Context: an optimization exercise on an open-source flow, tuned for small area. The choices shown serve that exercise and are no tape-out recipe. The RTL was checked by simulation tests, not by an equivalence proof against the original design. No activity file was given, so power comes from the tool's default toggle rates.

Setup of willow:
// rv3n_core_top
module rv3n_core_top (
	input  logic                   i_clk,
	input  logic                   i_rst,
	input  logic                   i_req,
	input  logic [2:0]             i_op,
	input  logic [5-1:0] i_rd,
	input  logic [5-1:0] i_rs0,
	input  logic [5-1:0] i_rs1,
	input  logic                   i_use_imm,
	input  logic [32-1:0]  i_imm,
	input  logic                   i_hold,
	output logic                   o_ready,
	output logic                   o_wb_valid,
	output logic [5-1:0] o_wb_rd,
	output logic [32-1:0]  o_wb_data
);
Settings: LEC_CHECK=0, CAP_MARGIN=0, CORE_MARGIN=2, CORE_UTILIZATION=45, CTS_CLUSTER_DIAMETER=100, CTS_CLUSTER_SIZE=25, GPL_ROUTABILITY_DRIVEN=0, PLACE_DENSITY=0.6, SLEW_MARGIN=0, SYNTH_HIERARCHICAL=1; clock period 8.0 ns.
standard.sh (not shown) runs the stock make flow with config.mk's settings and CLKGATE_MAP_FILE= SYNTH_SCRIPT=/design/flow/synth_recipe.tcl, a recipe that flattens the netlist after the stock synthesis.
==> flow/flow/run.sh <==
#!/bin/bash
# Layout flow: the standard flow (standard.sh: standard synthesis,
# floorplan, power grid, placement, CTS, routing), with two changes: the
# buffers that placement puts on every input and output port are
# sky130_fd_sc_hd__buf_1 instead of the flow's default choice, and clock
# tree synthesis adds no dummy loads (it otherwise runs with the flow's
# arguments and the cluster settings of config.mk).
# make's full output goes to standard.log; each ORFS step keeps its own
# log under orfs/logs/.
set -euo pipefail
bash standard.sh \
	"BUFFER_PORTS_ARGS=-buffer_cell sky130_fd_sc_hd__buf_1" \
	"CTS_ARGS=-sink_clustering_enable -repair_clock_nets -sink_clustering_size 25 -sink_clustering_max_diameter 100 -dont_use_dummy_load" \
	finish > standard.log 2>&1
willow reached the final stage; the timing, design-rule and antenna checks on its layout passed.
Inputs modified between willow and xenon:
- CAP_MARGIN: 0 -> 10
- SLEW_MARGIN: 0 -> 10
==> flow/flow/run.sh <==
#!/bin/bash
# Layout flow: the standard flow (standard.sh: standard synthesis,
# floorplan, power grid, placement, CTS, routing), with one change: the
# buffers that placement puts on every input and output port are
# sky130_fd_sc_hd__buf_1 instead of the flow's default choice.
# make's full output goes to standard.log; each ORFS step keeps its own
# log under orfs/logs/.
set -euo pipefail
bash standard.sh \
	"BUFFER_PORTS_ARGS=-buffer_cell sky130_fd_sc_hd__buf_1" \
	finish > standard.log 2>&1
### Flow results
- No stage failed in xenon, and the final checks on the layout all came back clean.
- NOTE first-iteration DRC count willow->xenon increased by a few percent
- Of xenon and willow, it is xenon that has the higher required arrival time at the worst endpoint.
- The count of clock-net buffers in the final layout in willow is 0.859 times that in xenon.
- Lower sequential share of layout area goes to xenon over willow.
- First-pass GRT wire length of xenon is on par with willow.
- Between xenon and willow, it is xenon whose clock skew is lower, by 50 ps.
- As far as global-route usage is concerned, willow and xenon perform about the same.
- Worst setup timing slack at the placement stage: willow vs xenon identical
- Going from willow to xenon, data arrival at the endpoint of the critical path increased 30 ps, utilization of the core after routing went up.
What juniper does differently from xenon at the input level:
- clearing GPL_ROUTABILITY_DRIVEN, which used to be 0
[summary]
Comparing juniper and xenon, the lower data arrival time of the critical path is on juniper. Going from xenon to juniper, wire length of the first global-routing pass rose by about 2.8%; cell area stayed essentially flat.
What cedar does differently from juniper at the input level:
- swapping 10 for 20 in SLEW_MARGIN
- swapping 10 for 20 in CAP_MARGIN
==> run notes <==
Going from juniper to cedar, relative contribution of combinational cells to total power grows by 1.1 points. Changes observed in cedar relative to juniper: longest individual stage delay on the worst path shrank by 80 ps, total power grew by about 0.47%, combinational power grew by about 8%, area added between synthesis and finish grew by 0.56 points. cedar vs. juniper: time the final worst path needs with I/O delays and setup shows a reduction of 88 ps, combined global-route utilization of all metal layers shows no meaningful change, flip-flop and latch share of the layout cell area shows a reduction of 0.34 points. In the reports for cedar and juniper, the smaller fmax belongs to juniper. Taking juniper as the reference, in cedar total of plain and repair buffers excluding clock buffers now larger, met3 usage now smaller.

[static timing again, ports no longer ideal]
The flow's constraints put no driver on any port. The routed layouts listed below were extracted and timed again, unchanged, in two steps.
Step 1 (the two cells are an assumption about what drives the block):
set clk [get_ports {i_clk}]
set_driving_cell -lib_cell sky130_fd_sc_hd__clkbuf_16 $clk
set_driving_cell -lib_cell sky130_fd_sc_hd__buf_2 [delete_from_list [all_inputs] $clk]
Step 2 also shifts input and output timing later by t, the mid clock arrival at the registers, as if the neighbouring blocks saw the same clock.
Slacks: ideal / step 1 / step 2; pairs: ideal / step 1.
run | t, ns | setup WS [ns] | hold WS [ns] | worst setup path at the end
willow | 0.742 | 0.950 / 0.986 / 0.244 | 0.418 / 0.418 / 0.418 | input to register
xenon | 0.771 | 0.947 / 0.983 / 0.212 | 0.424 / 0.424 / 0.424 | input to register
juniper | 0.774 | 0.998 / 1.045 / 0.271 | 0.417 / 0.417 / 0.417 | input to register
cedar | 0.791 | 1.087 / 1.129 / 0.338 | 0.420 / 0.420 / 0.420 | input to register
After both steps setup and hold are still met in every run listed. The setup slack of cedar, which loses most, moves by +0.042 ns with the drivers and by -0.749 ns with both steps.
